What follows belongs to an exercise in optimizing a design on an open flow for small area, a short achievable clock period and few clock cycles per item; a production flow would make more cautious choices. Function was checked by simulation only, so behaviour that the tests miss may differ from the original. Power figures rest on the tool's default switching activity, not on a simulated workload.

## design/flow/design.v

```verilog
package sha1_pkg;
  localparam int unsigned NumChain  = 5;
  localparam int unsigned NumSched  = 16;
  localparam int unsigned NumRounds = 80;
  localparam int unsigned CountW    = 61;
  localparam logic [NumChain*32-1:0] Iv = {
    32'hc3d2e1f0, 32'h10325476, 32'h98badcfe, 32'hefcdab89, 32'h67452301
  };
  localparam logic [7:0] PadByte = 8'h80;
  typedef enum logic [1:0] {
    PH_CH  = 2'd0,
    PH_PAR = 2'd1,
    PH_MAJ = 2'd2,
    PH_PAR2 = 2'd3
  } sha1_phase_e;
  function automatic logic [31:0] sha1_k(sha1_phase_e ph);
    logic [31:0] k;
    case (ph)
      2'd0:    k = 32'h5a827999;
      2'd1:    k = 32'h6ed9eba1;
      2'd2:    k = 32'h8f1bbcdc;
      default: k = 32'hca62c1d6;
    endcase
    sha1_k = k;
  endfunction
  typedef struct packed {
    logic take_byte;   
    logic pad_push;    
    logic fill_push;   
    logic fill_len;    
    logic load_vars;   
    logic round;       
    logic add_chain;   
    logic emit_next;   
    logic finish;      
  } sha1_cmd_t;
  typedef struct packed {
    logic blk_end;     
    logic len_fits;    
    logic widx_last;   
    logic round_last;
    logic word_last;
  } sha1_stat_t;
endpackage
module sha1_message_digest (
  input  logic        clk_i,
  input  logic        rst_ni,
  input  logic        in_valid_i,
  output logic        in_ready_o,
  input  logic [7:0]  data_byte_i,
  input  logic        byte_present_i,
  input  logic        last_i,
  output logic        out_valid_o,
  input  logic        out_ready_i,
  output logic [31:0] digest_word_o,
  output logic [2:0]  word_index_o,
  output logic        last_word_o
);
  localparam logic [1:0] S_IN   = 2'd0;   
  localparam logic [1:0] S_PAD  = 2'd1;   
  localparam logic [1:0] S_FILL = 2'd2;   
  function automatic logic [31:0] rotl(logic [31:0] x, int unsigned n);
    rotl = (x << n) | (x >> (32 - n));
  endfunction
  function automatic logic [31:0] add32(logic [31:0] x, logic [31:0] y);
    logic [31:0] g, p, gn, pn;
    g = x & y;
    p = x ^ y;
    for (int d = 1; d < 32; d = d * 2) begin
      gn = g;
      pn = p;
      for (int i = d; i < 32; i++) begin
        gn[i] = g[i] | (p[i] & g[i-d]);
        pn[i] = p[i] & p[i-d];
      end
      g = gn;
      p = pn;
    end
    add32 = (x ^ y) ^ {g[30:0], 1'b0};
  endfunction
  function automatic logic [31:0] iv(int unsigned i);
    iv = sha1_pkg::Iv[32*i +: 32];
  endfunction
  function automatic logic [31:0] sha1_k(logic [1:0] ph);
    case (ph)
      2'd0:    sha1_k = 32'h5a827999;
      2'd1:    sha1_k = 32'h6ed9eba1;
      2'd2:    sha1_k = 32'h8f1bbcdc;
      default: sha1_k = 32'hca62c1d6;
    endcase
  endfunction
  logic [31:0] ib_q [16];          
  logic [31:0] w_q [16];           
  logic [31:0] a_q, b_q, c_q, d_q, e_q;
  logic [31:0] h_q [5];
  logic [6:0]  pj_q;               
  logic [1:0]  pph_q;              
  logic        pbnd_q;             
  logic        p79_q;              
  logic        kv_q, kl_q;         
  logic [1:0]  kph_q;
  logic        rv2_q, rl_q;        
  logic [1:0]  rph_q;
  logic        pv_q, pl_q;         
  logic [31:0] kw_q, ee_q, pre_q, fp_q, fq_q;
  logic        cp_q;               
  logic        efin_q;             
  logic        cfin_q;             
  logic        ibf_q;              
  logic        ifin_q;             
  logic [3:0]  fidx_q;             
  logic [60:0] cnt_q;              
  logic [1:0]  st_q;
  logic        len_ok_q;           
  logic        init_q;             
  logic        out_q;              
  logic [2:0]  oidx_q;
  logic        last_q;             
  logic        rv_q, sv_q;
  logic [9:0]  rb_q, sb_q;         
  logic xfer, pj_end, chain_do, eng_free, start, push_v;
  assign pj_end   = (pj_q == 7'd80);
  assign xfer     = (pj_q[6:4] == 3'd0);           
  assign chain_do = cp_q && !out_q;
  assign eng_free = pj_end && ((!kv_q && !rv2_q && !pv_q && !cp_q) || chain_do ||
                               (pv_q && pl_q && !out_q));
  assign start    = ibf_q && eng_free;
  assign push_v   = start || !pj_end;
  logic       r_last, r_pres, r_free, acc, in_acc, take, pad_do, fill_do, ib_open;
  logic [7:0] r_byte;
  logic [1:0] pos;
  assign {r_last, r_pres, r_byte} = rb_q;
  assign pos = cnt_q[1:0];
  assign ib_open    = !ibf_q && !xfer;
  assign in_acc     = rv_q && (st_q == S_IN) && (!r_pres || ib_open);
  assign take       = in_acc && r_pres;
  assign r_free     = !rv_q || in_acc;
  assign in_ready_o = !sv_q;
  assign acc        = in_valid_i && !sv_q;
  assign pad_do     = (st_q == S_PAD) && ib_open;
  assign fill_do    = (st_q == S_FILL) && ib_open;
  always_ff @(posedge clk_i) begin
    if (r_free) begin
      rb_q <= sv_q ? sb_q : {last_i, byte_present_i, data_byte_i};
    end else if (acc) begin
      sb_q <= {last_i, byte_present_i, data_byte_i};
    end
  end
  logic        lane_wr, ib_push, ib_shift;
  logic [7:0]  lane_byte;
  logic [31:0] push_word, fill_word;
  assign fill_word = !len_ok_q          ? 32'd0 :
                     (fidx_q == 4'd14)  ? cnt_q[60:29] :
                     (fidx_q == 4'd15)  ? {cnt_q[28:0], 3'b000} : 32'd0;
  assign lane_byte = take ? r_byte : sha1_pkg::PadByte;
  assign lane_wr   = take || pad_do;
  assign ib_push   = (lane_wr && pos == 2'd0) || fill_do;
  assign push_word = fill_do ? fill_word : {lane_byte, 24'd0};
  assign ib_shift  = ib_push || start || xfer;
  always_ff @(posedge clk_i) begin
    if (ib_shift) begin
      for (int i = 0; i < 15; i++) ib_q[i] <= ib_q[i+1];
      ib_q[15] <= push_word;
    end else if (lane_wr) begin
      case (pos)
        2'd1:    ib_q[15][23:16] <= lane_byte;
        2'd2:    ib_q[15][15:8]  <= lane_byte;
        default: ib_q[15][7:0]   <= lane_byte;
      endcase
    end
  end
  always_ff @(posedge clk_i) begin
    if (init_q || (fill_do && fidx_q == 4'd15 && len_ok_q)) begin
      cnt_q <= '0;
    end else if (take) begin
      cnt_q <= cnt_q + 61'd1;
    end
  end
  logic [31:0] w_new;
  assign w_new = rotl(w_q[13] ^ w_q[8] ^ w_q[2] ^ w_q[0], 1);
  always_ff @(posedge clk_i) begin
    for (int i = 0; i < 15; i++) w_q[i] <= w_q[i+1];
    w_q[15] <= (start || xfer) ? ib_q[0] : w_new;
  end
  logic [31:0] a_d, b_d, c_d, d_d, e_d;
  logic [31:0] c_r, d_r;
  assign c_r = pv_q ? rotl(b_q, 30) : c_q;
  assign d_r = pv_q ? c_q : d_q;
  always_ff @(posedge clk_i) begin
    kw_q  <= add32(sha1_k(kph_q), w_q[15]);
    ee_q  <= rv2_q ? d_d : e_d;
    pre_q <= add32(ee_q, kw_q);
    case (rph_q)
      2'd0: begin
        fp_q <= c_r;
        fq_q <= d_r;
      end
      2'd2: begin
        fp_q <= c_r | d_r;
        fq_q <= c_r & d_r;
      end
      default: begin
        fp_q <= ~(c_r ^ d_r);
        fq_q <= c_r ^ d_r;
      end
    endcase
  end
  logic [31:0] f, t;
  logic [31:0] sum [5];
  logic [31:0] ra, t_s, t_c, t_c1, t_c0;
  assign ra   = rotl(a_q, 5);
  assign f    = (b_q & fp_q) | (~b_q & fq_q);
  assign t_s  = ra ^ pre_q ^ f;
  assign t_c1 = (ra & pre_q) | (ra & fp_q) | (pre_q & fp_q);
  assign t_c0 = (ra & pre_q) | (ra & fq_q) | (pre_q & fq_q);
  assign t_c  = (b_q & t_c1) | (~b_q & t_c0);
  assign t    = add32(t_s, {t_c[30:0], 1'b0});
  assign sum[0] = h_q[0] + a_q;
  assign sum[1] = h_q[1] + b_q;
  assign sum[2] = h_q[2] + c_q;
  assign sum[3] = h_q[3] + d_q;
  assign sum[4] = h_q[4] + e_q;
  always_comb begin
    a_d = a_q; b_d = b_q; c_d = c_q; d_d = d_q; e_d = e_q;
    if (pv_q) begin
      a_d = t;
      b_d = a_q;
      c_d = rotl(b_q, 30);
      d_d = c_q;
      e_d = d_q;
    end else if (chain_do) begin
      if (init_q || cfin_q) begin
        a_d = iv(0); b_d = iv(1); c_d = iv(2); d_d = iv(3); e_d = iv(4);
      end else begin
        a_d = sum[0]; b_d = sum[1]; c_d = sum[2]; d_d = sum[3]; e_d = sum[4];
      end
    end
  end
  always_ff @(posedge clk_i) begin
    a_q <= a_d;
    b_q <= b_d;
    c_q <= c_d;
    d_q <= d_d;
    e_q <= e_d;
    if (chain_do) begin
      for (int i = 0; i < 5; i++) h_q[i] <= init_q ? iv(i) : sum[i];
    end else if (out_q && out_ready_i && last_q) begin
      for (int i = 0; i < 5; i++) h_q[i] <= iv(i);
    end else if (out_q && out_ready_i) begin
      for (int i = 0; i < 4; i++) h_q[i] <= h_q[i+1];
      h_q[4] <= h_q[0];
    end
  end
  logic [6:0] pj_d;
  always_comb begin
    pj_d = pj_q;
    if (start)        pj_d = 7'd1;
    else if (!pj_end) pj_d = pj_q + 7'd1;
  end
  always_ff @(posedge clk_i or negedge rst_ni) begin
    if (!rst_ni) begin
      pj_q     <= 7'd80;
      pph_q    <= 2'd0;
      pbnd_q   <= 1'b0;
      p79_q    <= 1'b0;
      kv_q     <= 1'b0;
      kl_q     <= 1'b0;
      kph_q    <= 2'd0;
      rv2_q    <= 1'b0;
      rl_q     <= 1'b0;
      rph_q    <= 2'd0;
      pv_q     <= 1'b0;
      pl_q     <= 1'b0;
      cp_q     <= 1'b1;
      efin_q   <= 1'b0;
      cfin_q   <= 1'b0;
      ibf_q    <= 1'b0;
      ifin_q   <= 1'b0;
      fidx_q   <= 4'd0;
      st_q     <= S_IN;
      len_ok_q <= 1'b0;
      init_q   <= 1'b1;
      out_q    <= 1'b0;
      oidx_q   <= 3'd0;
      last_q   <= 1'b0;
      rv_q     <= 1'b0;
      sv_q     <= 1'b0;
    end else begin
      if (r_free) begin
        rv_q <= sv_q || acc;
        sv_q <= 1'b0;
      end else if (acc) begin
        sv_q <= 1'b1;
      end
      pj_q   <= pj_d;
      p79_q  <= (pj_d == 7'd79);
      pbnd_q <= (pj_d == 7'd19) || (pj_d == 7'd39) || (pj_d == 7'd59);
      if (start)                  pph_q <= 2'd0;
      else if (!pj_end && pbnd_q) pph_q <= pph_q + 2'd1;
      kv_q  <= push_v;
      kl_q  <= !start && !pj_end && p79_q;
      kph_q <= start ? 2'd0 : pph_q;
      rv2_q <= kv_q;
      rl_q  <= kl_q;
      rph_q <= kph_q;
      pv_q  <= rv2_q;
      pl_q  <= rl_q;
      if (start) efin_q <= ifin_q;
      if (pv_q && pl_q) begin
        cp_q   <= 1'b1;
        cfin_q <= efin_q;
      end else if (chain_do) begin
        cp_q <= 1'b0;
      end
      if (chain_do) begin
        init_q <= 1'b0;
        if (cfin_q) out_q <= 1'b1;
      end
      if (take) begin
        if (cnt_q[5:0] == 6'd63) ibf_q <= 1'b1;
      end
      if (start) begin
        ibf_q  <= 1'b0;
        ifin_q <= 1'b0;
      end
      case (st_q)
        S_IN: begin
          if (in_acc && r_last) st_q <= S_PAD;
        end
        S_PAD: begin
          if (pad_do) begin
            st_q <= S_FILL;
            if (cnt_q[5:2] == 4'd15) begin
              ibf_q    <= 1'b1;
              fidx_q   <= 4'd0;
              len_ok_q <= 1'b1;
            end else begin
              fidx_q   <= cnt_q[5:2] + 4'd1;
              len_ok_q <= (cnt_q[5:2] != 4'd14);
            end
          end
        end
        default: begin
          if (fill_do) begin
            fidx_q <= fidx_q + 4'd1;
            if (fidx_q == 4'd15) begin
              ibf_q <= 1'b1;
              if (len_ok_q) begin
                ifin_q   <= 1'b1;
                len_ok_q <= 1'b0;
                st_q     <= S_IN;
              end else begin
                len_ok_q <= 1'b1;
              end
            end
          end
        end
      endcase
      if (out_q && out_ready_i) begin
        if (last_q) begin
          out_q  <= 1'b0;
          oidx_q <= 3'd0;
          last_q <= 1'b0;
        end else begin
          oidx_q <= oidx_q + 3'd1;
          last_q <= (oidx_q == 3'd3);
        end
      end
    end
  end
  assign out_valid_o   = out_q;
  assign digest_word_o = h_q[0];
  assign word_index_o  = oidx_q;
  assign last_word_o   = last_q;
endmodule
```

## design/flow/run.sh

```bash
#!/bin/bash
# synth_recipe.tcl (not shown) runs the flow's synth.tcl, then flattens the netlist and writes it again
# the make line also repeats each setting of config.mk as NAME=value (left out here)
make -C /OpenROAD-flow-scripts/flow DESIGN_CONFIG=/design/flow/config.mk WORK_HOME=/design/flow/orfs CLKGATE_MAP_FILE= SYNTH_SCRIPT=/design/flow/synth_recipe.tcl finish
```

## design/flow/config.mk

```make
export PLATFORM = sky130hd
export DESIGN_NAME = sha1_message_digest
export DESIGN_NICKNAME = sha1_message_digest
export VERILOG_FILES = /design/flow/design.v
export SDC_FILE = /design/flow/constraint.sdc
export NUM_CORES = 4
export LEC_CHECK = 0
export ABC_CLOCK_PERIOD_IN_PS = 3000
export CAP_MARGIN = 20
export CORE_MARGIN = 2
export CORE_UTILIZATION = 60
export CTS_BUF_LIST = sky130_fd_sc_hd__clkbuf_8
export SETUP_SLACK_MARGIN = 5
export SLEW_MARGIN = 20
export TNS_END_PERCENT = 0
```

## design/flow/constraint.sdc

```tcl
create_clock -name core_clock -period 8.0 [get_ports {clk_i}]
set_input_delay 1.6000 -clock core_clock [delete_from_list [all_inputs] [get_ports {clk_i}]]
set_output_delay 1.6000 -clock core_clock [all_outputs]
set_load 0.01 [all_outputs]
```

==> qor.yml, run 1 <==
grt_first_pass_wirelength_mm: 240.7
rows: 120
hold_path_depth: 0
grt_pass1_vias: 40227
ys_ff_latch: 1626
firstDrtPassIters: 5
required_ps: 8640
tightest_slew_ps: 1139
seq_area_mm2: 0.04066
synth-seq-area-share: 0.6236
critPathKind: "register to register"
numCtsBuffers: 241
synth_cells: 5316
fp.dieArea_mm2: 0.1113
finalCriticalPeriod_ps: 3946
grt-ovfl-total: 0
r2r_setup_slack_ps: 4050
yosysMostFrequentCell: "dfxtp_1"
endpoint_kind: "register"
die_y_um: 333.6
synth.avg_cell_area_um2: 12.26
fin_crit_sh: 0.4933
clkLatencyLatePin_ps: 980
drcViolationCount: 0
syn_area_mm2: 0.06518
timing.rr.start: "a_q[28]"
grtUsageTotal: 0.2854
ir_drop_mv: 0.3899
max_cap_violations: 0
place_hpwl_mm: 110.0
syn_nets: 5693
area_growth_pct: 11.75
grt_max_degree: 168
port_buffers: 51
holdCritPathClass: "register to register"
fp.dieW_um: 333.6
antenna_found_initial: 13
crit_end: "a_q[29]"
rsz0062_at_grt: "yes"
synthTopCellsByArea: "edfxtp_1, dfxtp_1, ha_1"
synth_ff_type: "dfxtp_1"
fin_area_mm2: 0.07285
synth_common_cells: "dfxtp_1, edfxtp_1, nor2_1, ha_1, nand2_1"
hold_buffers: 0
cp-startpoint: "a_q[28]"
drive_gt1_frac: 0.1022
place_area_mm2: 0.06727
cts_buffer_depth: 3
io_pins: 52
vias_per_cell: 5.867
cp-start-kind: "register"
max_clock_freq_ghz: 0.2534
synth_cell_type_count: 90
drtAntennaViolNets: 0
path_clk_slew_ps: 70
synth_top_area_frac: 0.3630
multiInputGateArea_mm2: 0.02353
yosysWarningCount: 5
place_congestion: 0.9649
synth_top_cell_by_area: "edfxtp_1"
cts.sinks: 1626
synthArstFlopShare: 0.02522
drv_slew: 0
power.density_mw_per_mm2: 286.9
p_leak_nw: 29.29
clock-root-buffer: "clkbuf_8"
fill_cells: 8094
run_status: "complete, no violations"
finalHoldWorstSlack_ps: 285.3
drt_iter0_markers: 4075
crit_arrival_ps: 4590
postLayoutCoreUtil: 0.6786
hold_viol: 0
skew_ps: 93.16
routed_wl_mm: 159.3
route.vias.total: 41847
setup_viol: 0
timing.rr.end: "a_q[29]"
core_area_mm2: 0.1074
initial_core_util: 0.6072
synth_edf_count: 788
worstPathMaxFanout: 4
htree_levels: 4
max_slew_margin: 0.2408
tns_ps: 0
cts_tree: "built"
wl_per_cell_um: 22.33
layout.nets: 5886
reg2regPathDepth: 15
[per-stage QoR]
step,power (W),std cells,setup slack (ps)
2_1_floorplan,0.01333,5316,-1222
3_3_place_gp,0.01410,6650,3549
3_5_place_dp,0.01420,6650,3492
4_1_cts,0.02106,7123,4142
5_1_grt,0.02179,7130,3981
6_report,0.02090,7132,4054
[cell type report]
cell class              instances  area share
clock inverters               161     0.01475
repair inverters                1  0.00006870
well taps                    1403     0.02410
flip-flops and latches       1626      0.5581
diodes                          6   0.0002061
clock buffers                 296     0.05592
repair buffers                109     0.01372
inverters                     194     0.01008
multi-input cells            3336      0.3230
[flip-flops by register name (all words and copies together), names as in the netlist, 10 cells and up]
signal / count
sb_q: 10
kw_q: 32
e_q: 32
fp_q: 32
ee_q: 32
w_q: 512
fq_q: 32
h_q: 160
cnt_q: 61
b_q: 32
ib_q: 512
a_q: 32
c_q: 32
pre_q: 32
d_q: 32
rb_q: 10
[worst max-delay path: stages (launching register included)]
cell	delay (ps)
edfxtp_1	470
ha_1	340
xnor2_1	140
ha_2	200
inv_2	70
fa_2	240
nor2b_4	60
o31ai_4	220
a21oi_2	110
o41a_1	370
a41o_1	320
a41oi_4	350
o21ai_2	140
a2111o_1	390
a21oi_2	120
a211oi_1	70
[layout by cell type, fill, tap and decap left out, types with 30 or more instances in the layout]
cell,synthesis,final
nand3_1,80,79
clkinv_2,0,34
o22a_1,94,94
edfxtp_1,788,788
mux2_2,66,66
a22o_1,62,62
o21bai_1,65,65
dfrtp_1,37,34
o21a_1,86,85
xnor2_1,275,275
nor3_1,54,51
inv_1,192,272
ha_1,355,352
mux2i_1,71,61
nand2_1,346,344
and3_1,42,42
nor2b_1,36,34
xor2_1,112,112
clkdlybuf4s50_1,0,48
o21ai_0,337,329
a21oi_1,341,336
buf_4,0,51
nor2_1,384,376
a21o_1,113,113
dfxtp_1,797,797
or3_1,31,30
nand4_1,31,31
clkbuf_8,0,296
[cell families (layout without fill, tap and decap cells)]
logic type               count (synthesis)  after routing  share of synthesized area
AND/OR/NAND/NOR                       1116           1116                    0.07847
AO/OA/AOI/OAI                         1333           1333                     0.1322
other                                    0              6                          0
XOR/XNOR                               387            387                    0.05200
buffers and inverters                  354            761                    0.02079
adder cells (fa/ha/maj)                363            363                    0.07060
multiplexers                           137            137                    0.02230
flip-flops                            1626           1626                     0.6236
[power breakdown]
part           switching [W]  internal, W  total (W)  leakage (nW)
Combinational        0.00172     0.000755    0.00247          11.9
Clock                0.00327      0.00357    0.00684          2.96
Sequential          0.000563       0.0110     0.0116          14.5
[worst min-delay path by stage]
stage	startpoint	end	slack (ps)
final	w_q[12][28]	w_q[11][28]	290
after global routing	w_q[12][28]	w_q[11][28]	290
after CTS	w_q[12][28]	w_q[11][28]	280
after detailed placement	w_q[1][19]	w_q[0][19]	310
after global placement	w_q[10][14]	w_q[9][14]	310
after floorplan	w_q[1][0]	w_q[0][0]	310
[repair_timing]
action | CTS | global route
setup buffers | 15 | 3
pin swaps | 17 | 14
resized for setup | 39 | 29
cloned | 1 | 0
endpoints found under the setup margin | 930 | 1133
endpoints found under the hold margin | 0 | 0
[layer usage]
metal	vias up	wire length, um	part of all wire	track usage
met4	4	4375	0.027	0.09242
met3	261	14370	0.090	0.06750
met2	1693	68270	0.43	0.4187
li1	19770	-	-	-
met1	20119	72230	0.45	0.4190
met5	-	27	0.00017	0
Testbench counts, summed over its fixed seeds: cycles 70,019, bytes 46,322.
==> run 2: changes to the inputs <==
--- a/design/flow/config.mk
+++ b/design/flow/config.mk
@@ -10,5 +10,4 @@
 export CORE_MARGIN = 2
 export CORE_UTILIZATION = 60
-export CTS_BUF_LIST = sky130_fd_sc_hd__clkbuf_8
 export SETUP_SLACK_MARGIN = 5
 export SLEW_MARGIN = 20
==> qor.yml, run 2 <==
run_status: "complete, no violations"  # unchanged
hold_path_depth: 0  # unchanged
route.vias.total: 41461  # was 41847
ys_ff_latch: 1626  # unchanged
skew_ps: 72.03  # was 93.16 ps
dp_cells: 6650  # unchanged
vias_per_cell: 5.948  # was 5.867
setup_ws_ps: 4092  # was 4054 ps
core_area_mm2: 0.1074  # unchanged
final_common_cell: "dfxtp_1"  # unchanged
cts_buffer_depth: 3  # unchanged
rsz0062_at_grt: "yes"  # unchanged
timing.rr.start: "a_q[28]"  # unchanged
critPathKind: "register to register"  # unchanged
synth_top_area_frac: 0.3630  # unchanged
place_hpwl_mm: 110.0  # unchanged
synthArstFlopShare: 0.02522  # unchanged
clock-root-buffer: "clkbuf_16"  # was clkbuf_8
tightest_slew_ps: 1170  # was 1139 ps
hold_path_end: "w_q[3][17]"  # was w_q[11][28]
stdcell_count: 6971  # was 7132
grt-ovfl-total: 0  # unchanged
yosysMostFrequentCell: "dfxtp_1"  # unchanged
hold_buffers: 0  # unchanged
initial_core_util: 0.6072  # unchanged
hold_viol: 0  # unchanged
required_ps: 8480  # was 8640 ps
postLayoutCoreUtil: 0.6815  # was 0.6786
max_clock_freq_ghz: 0.2559  # was 0.2534 GHz
synth_cells: 5316  # unchanged
drt_iter0_markers: 4185  # was 4075
path_clk_slew_ps: 70  # about the same
final_cell_mix: "dfxtp_1, edfxtp_1, nor2_1, ha_1, nand2_1"  # unchanged
cts_tree: "built"  # unchanged
drtAntennaViolNets: 0  # unchanged
htree_levels: 4  # unchanged
dp_slack_ps: 3492  # unchanged
syn_area_mm2: 0.06518  # unchanged
synth_ff_type: "dfxtp_1"  # unchanged
synth_cell_type_count: 90  # unchanged
drcViolationCount: 0  # unchanged
wl_per_cell_um: 22.75  # was 22.33 um
synth_top_cell_by_area: "edfxtp_1"  # unchanged
synth_common_cells: "dfxtp_1, edfxtp_1, nor2_1, ha_1, nand2_1"  # unchanged
port_buffers: 51  # unchanged
setup_viol: 0  # unchanged
place_congestion: 0.9649  # unchanged
area_growth_pct: 12.23  # was 11.75%
grt_pass1_vias: 39788  # was 40227
synth_edf_count: 788  # unchanged
die_y_um: 333.6  # unchanged
fill_cells: 7927  # was 8094
seq_area_mm2: 0.04066  # unchanged
drv_slew: 0  # unchanged
synth.avg_cell_area_um2: 12.26  # unchanged
r2r_setup_slack_ps: 4090  # was 4050 ps
max_cap_violations: 0  # unchanged
synthTopCellsByArea: "edfxtp_1, dfxtp_1, ha_1"  # unchanged
io_pins: 52  # unchanged
routed_wl_mm: 158.6  # was 159.3 mm
rows: 120  # unchanged
worstPathMaxFanout: 4  # unchanged
grt_first_pass_wirelength_mm: 239.9  # was 240.7 mm
fp.dieArea_mm2: 0.1113  # unchanged
clkLatencyLatePin_ps: 820  # was 980 ps
power.density_mw_per_mm2: 296.0  # was 286.9 mW/mm^2
drive_gt1_frac: 0.08534  # was 0.1022
synth-seq-area-share: 0.6236  # unchanged
firstDrtPassIters: 8  # was 5
numCtsBuffers: 162  # was 241
top_regs: "ib_q (512), w_q (512), h_q (160)"  # unchanged
finalCriticalPeriod_ps: 3908  # was 3946 ps
yosysWarningCount: 5  # unchanged
endpoint_kind: "register"  # unchanged
timing.rr.end: "a_q[29]"  # unchanged
cp-start-kind: "register"  # unchanged
multiInputGateArea_mm2: 0.02352  # was 0.02353 mm^2
layout.nets: 5804  # was 5886
holdCritPathClass: "register to register"  # unchanged
hp-start: "w_q[4][17]"  # was w_q[12][28]
reg2regPathDepth: 15  # unchanged
p_leak_nw: 28.98  # was 29.29 nW
finalHoldWorstSlack_ps: 302.8  # was 285.3 ps
grt_max_degree: 168  # unchanged
ir_drop_mv: 0.3879  # was 0.3899 mV
max_slew_margin: 0.2197  # was 0.2408
crit_arrival_ps: 4390  # was 4590 ps
grtUsageTotal: 0.2848  # was 0.2854
fp.dieW_um: 333.6  # unchanged
syn_nets: 5693  # unchanged
antenna_found_initial: 13  # unchanged
cts.sinks: 1626  # unchanged
fin_crit_sh: 0.4885  # was 0.4933
[run 2: kinds of logic after synthesis]
kind of cell | count (synthesis) | share of synthesized area
muxes | 137 | 0.02230
and+or+nand+nor | 1116 | 0.07847
DFF | 1626 | 0.6236
xor gates and xnor gates | 387 | 0.05200
buffers and inverters | 354 | 0.02079
AOI/OAI and AO/OA | 1333 | 0.1322
adders and majority gates | 363 | 0.07060
[run 2: worst max-delay path, stage by stage, from the launching register on]
cell and delay, ps:
edfxtp_1 480, ha_1 350, xnor2_1 130, ha_2 200
inv_2 60, fa_2 230, nor2b_4 50, o31ai_4 230
a21oi_2 110, o41a_1 370, a41o_1 320, a41oi_4 320
o21ai_2 140, a2111o_1 390, a21oi_2 120, a211oi_1 70
[run 2: area by class of cell]
type                            count  share of cell area
Sequential cell                  1626              0.5558
Timing Repair inverter              1          0.00006841
Timing Repair Buffer              106             0.01339
Antenna cell                        2          0.00006841
Clock buffer                      229             0.06318
Clock inverter                     74             0.01199
Multi-Input combinational cell   3336              0.3215
Inverter                          194             0.01004
Tap cell                         1403             0.02400
[run 2: power by group]
part	internal [W]	switching [W]	total, W
Combinational	0.000756	0.00172	0.00247
Clock	0.00433	0.00327	0.00759
Sequential	0.0110	0.000564	0.0116
[run 2: stage by stage]
stage / total power (W) / area [um^2] / setup TNS [ps]
2_1_floorplan: 0.01333 / 65220 / -596130
3_3_place_gp: 0.01410 / 67270 / 0
3_5_place_dp: 0.01420 / 67270 / 0
4_1_cts: 0.02181 / 73010 / 0
5_1_grt: 0.02251 / 73160 / 0
6_report: 0.02166 / 73160 / 0
[run 2: what timing repair did]
item,in CTS,in global routing
resized for setup,36,28
buffers inserted,12,3
gates cloned,1,0
pin swaps,17,15
endpoints found under the setup margin,1084,1154
[run 2: how the worst max path moves through the flow]
stage,slack (ps),depth (start not counted),start,endpoint
final,4090,15,a_q[28],a_q[29]
after floorplan,-1220,9,pj_q[0],ib_q[0][0]
after CTS,4150,16,a_q[28],a_q[25]
after global placement,3550,10,pv_q,ib_q[0][17]
after global routing,3990,15,a_q[28],a_q[29]
after detailed placement,3490,10,pv_q,ib_q[0][26]
[run 2: metal layers]
layer	GRT usage	vias to the layer above	routed length [um]
met1	0.4186	20074	71880
met3	0.06814	288	14430
met5	0	-	187
li1	-	19549	-
met4	0.09165	10	4654
met2	0.4170	1540	67450
==> run 3: changes to the inputs <==
--- a/design/flow/config.mk
+++ b/design/flow/config.mk
@@ -9,5 +9,7 @@
 export CAP_MARGIN = 20
 export CORE_MARGIN = 2
-export CORE_UTILIZATION = 60
+export CORE_UTILIZATION = 55
+export CTS_BUF_LIST = sky130_fd_sc_hd__clkbuf_8
+export PLACE_DENSITY = 0.65
 export SETUP_SLACK_MARGIN = 5
 export SLEW_MARGIN = 20
==> qor.yml, run 3 <==
clkLatencyLatePin_ps: 950  # was 820 ps
synth_cells: 5316  # unchanged
fp.dieArea_mm2: 0.1213  # was 0.1113 mm^2
rsz0062_at_grt: "yes"  # unchanged
drv_slew: 0  # unchanged
drtAntennaViolNets: 0  # unchanged
place_congestion: 0.9414  # was 0.9649
p_int_w: 0.01561  # was 0.01611 W
io_pins: 52  # unchanged
swShare: 0.2593  # was 0.2562
numCtsBuffers: 275  # was 162
run_status: "complete, no violations"  # unchanged
grt-ovfl-total: 0  # unchanged
wl_per_cell_um: 21.58  # was 22.75 um
routed_wl_mm: 158.2  # was 158.6 mm
core_area_mm2: 0.1178  # was 0.1074 mm^2
clkPwrFrac: 0.327  # was 0.351
finalHoldWorstSlack_ps: 303.0  # was 302.8 ps
top_regs: "ib_q (512), w_q (512), h_q (160)"  # unchanged
cts_buffer_depth: 4  # was 3
hold_buffers: 0  # unchanged
fp.dieW_um: 348.3  # was 333.6 um
drive_gt1_frac: 0.1202  # was 0.08534
grt_pass1_vias: 40424  # was 39788
crit_arrival_ps: 4360  # was 4390 ps
ir_drop_mv: 0.2169  # was 0.3879 mV
synth_top_cell_by_area: "edfxtp_1"  # unchanged
fill_cells: 9219  # was 7927
grtUsageMet3: 0.06257  # was 0.06814
p_sw_w: 0.005466  # was 0.005549 W
postLayoutCoreUtil: 0.6279  # was 0.6815
synth_edf_count: 788  # unchanged
synth-seq-area-share: 0.6236  # unchanged
drcViolationCount: 0  # unchanged
die_y_um: 348.3  # was 333.6 um
cts_tree: "built"  # unchanged
grt_first_pass_wirelength_mm: 238.8  # was 239.9 mm
met1_usage: 0.3763  # was 0.4186
antenna_found_initial: 13  # unchanged
p_leak_nw: 29.63  # was 28.98 nW
path_clk_slew_ps: 70  # about the same
synth_common_cells: "dfxtp_1, edfxtp_1, nor2_1, ha_1, nand2_1"  # unchanged
synth_cell_type_count: 90  # unchanged
layout.nets: 5969  # was 5804
area_growth_pct: 13.44  # was 12.23%
cts.sinks: 1626  # unchanged
yosysWarningCount: 5  # unchanged
rows: 126  # was 120
critPathKind: "register to register"  # unchanged
worstPathMaxFanout: 4  # unchanged
dp_slack_ps: 3215  # was 3492 ps
power.density_mw_per_mm2: 285.1  # was 296.0 mW/mm^2
p_total_w: 0.02108  # was 0.02166 W
max_cap_violations: 0  # unchanged
initial_core_util: 0.5535  # was 0.6072
synth_ff_type: "dfxtp_1"  # unchanged
drt_iter0_markers: 3953  # was 4185
yosysMostFrequentCell: "dfxtp_1"  # unchanged
met2_usage: 0.3737  # was 0.4170
firstDrtPassIters: 8  # unchanged
max_slew_margin: 0.2853  # was 0.2197
tightest_slew_ps: 1072  # was 1170 ps
fin_crit_sh: 0.4660  # was 0.4885
final_common_cell: "dfxtp_1"  # unchanged
fin_area_mm2: 0.07395  # was 0.07316 mm^2
required_ps: 8630  # was 8480 ps
vias_per_cell: 5.777  # was 5.948
synth_top_area_frac: 0.3630  # unchanged
max_clock_freq_ghz: 0.2682  # was 0.2559 GHz
grtUsageTotal: 0.2575  # was 0.2848
grt_max_degree: 138  # was 168
synthTopCellsByArea: "edfxtp_1, dfxtp_1, ha_1"  # unchanged
synth.avg_cell_area_um2: 12.26  # unchanged
finalCriticalPeriod_ps: 3728  # was 3908 ps
p_seq_frac: 0.547  # was 0.535
holdCritPathClass: "register to register"  # unchanged
place_area_mm2: 0.06743  # was 0.06727 mm^2
syn_nets: 5693  # unchanged
busiest_layer: "met1"  # unchanged
hold_viol: 0  # unchanged
ys_ff_latch: 1626  # unchanged
final_cell_mix: "dfxtp_1, edfxtp_1, nor2_1, ha_1, nand2_1"  # unchanged
synthArstFlopShare: 0.02522  # unchanged
setup_ws_ps: 4272  # was 4092 ps
setup_viol: 0  # unchanged
endpoint_kind: "register"  # unchanged
route.vias.total: 42365  # was 41461
htree_levels: 5  # was 4
p_comb_frac: 0.126  # was 0.114
place_hpwl_mm: 107.3  # was 110.0 mm
skew_ps: 64.85  # was 72.03 ps
clock-root-buffer: "clkbuf_8"  # was clkbuf_16
port_buffers: 51  # unchanged
cp-start-kind: "register"  # unchanged
syn_area_mm2: 0.06518  # unchanged
## run 3: changes by cell type in the layout (fill, tap and decap cells not counted), sizes merged, moves of 3 or more
cell           before  now
diode               2    5
dlygate4sd2         0    3
clkinv             59   54
bufinv              7    3
clkbuf            229  323
clkdlybuf4s50      50   47
inv               197  289
buf                56  102
## run 3: power by group through the flow
stage,registers (W),clock network (W),logic (W)
5_1_grt,0.0117,0.00744,0.00292
2_1_floorplan,0.0117,0,0.00166
4_1_cts,0.0115,0.00709,0.00253
3_5_place_dp,0.0117,0,0.00241
3_3_place_gp,0.0117,0,0.00238
6_report,0.0115,0.00690,0.00266
## run 3: cell type report
class,instances,area (um^2),share of cell area
antenna,5,12.51,0.0001692
clock buffer,320,4404,0.05956
clock inverter,157,724.4,0.009797
inverter,194,734.5,0.009932
multi-input combinational,3337,24010,0.3247
sequential,1626,40660,0.5499
tap,1536,1922,0.02599
timing repair buffer,156,1464,0.01980
timing repair inverter,2,12.51,0.0001692
## run 3: timing repair
| item | in CTS | in global routing |
|---|---|---|
| buffers inserted | 33 | 29 |
| pin swaps | 16 | 52 |
| endpoints found under the setup margin | 1034 | 1084 |
| resized for setup | 67 | 102 |
| gates cloned | 3 | 3 |
| endpoints found under the hold margin | 0 | 0 |
## run 3: logic make-up (layout without fill, tap and decap cells)
group | after synthesis | in the layout | share of synthesized area
other cells | 0 | 5 | 0
buf+inv | 354 | 829 | 0.02079
compound gates | 1333 | 1333 | 0.1322
flops | 1626 | 1626 | 0.6236
xor+xnor | 387 | 387 | 0.05200
mux | 137 | 137 | 0.02230
fa+ha+maj | 363 | 363 | 0.07060
simple gates | 1116 | 1117 | 0.07847
## run 3: metal layers
layer	wire length [um]	vias up
met5	60	-
met4	4923	10
met3	14600	372
met2	67440	1719
met1	71220	20371
li1	-	19893
## run 3: critical path: stages, from the launching register on
cell,delay [ps]
edfxtp_1,520
mux2i_2,540
xnor2_1,180
ha_1,300
a21o_1,210
o41a_1,420
a41o_1,290
a41oi_2,310
o21ai_2,130
a2111o_1,380
a21oi_1,130
a211oi_1,60
## run 3: per-stage QoR
stage | instances | setup TNS (ps)
floorplan | 5316 | -596130
global placement | 6782 | 0
detailed placement | 6782 | 0
CTS | 7295 | 0
global route | 7330 | 0
finish | 7333 | 0
## run 3: path summary, 6_finish.rpt
check | start | end | slack, ps | depth (start not counted)
max in group asynchronous | rst_ni | rph_q[1] | 6730 | 2
setup reg to reg | b_q[9] | a_q[29] | 4270 | 11
hold / removal | w_q[7][6] | w_q[6][6] | 300 | 0
hold reg to reg | w_q[7][6] | w_q[6][6] | 300 | 0
min in group asynchronous | rst_ni | kph_q[0] | 790 | 2
setup / recovery | b_q[9] | a_q[29] | 4270 | 11

-- re-timing with driven ports --
The flow's constraints put no driver on any port. The routed layouts listed below were extracted and timed again, unchanged, in two steps. Step 1: set_driving_cell puts a clkbuf_16 on clk_i and a buf_2 on each other input, an assumption about the parent block. Step 2 also shifts input and output timing later by t, the mid clock arrival at the registers, as if the neighbouring blocks saw the same clock. Three values: ideal, step 1, step 2; two values: the first two.
run | t (ns) | setup WS [ns] | hold WS [ns] | worst register clock-pin slew, ns
run 1 | 1.006 | 4.054 / 4.054 / 3.975 | 0.285 / 0.285 / 0.285 | 0.07 / 0.07
run 2 | 0.857 | 4.092 / 4.092 / 3.944 | 0.303 / 0.303 / 0.303 | 0.07 / 0.07
run 3 | 0.992 | 4.272 / 4.235 / 3.736 | 0.303 / 0.303 / 0.303 | 0.07 / 0.07
After both steps setup and hold are still met in every run listed. The setup slack of run 3, which loses most, moves by -0.037 ns with the drivers and by -0.536 ns with both steps.
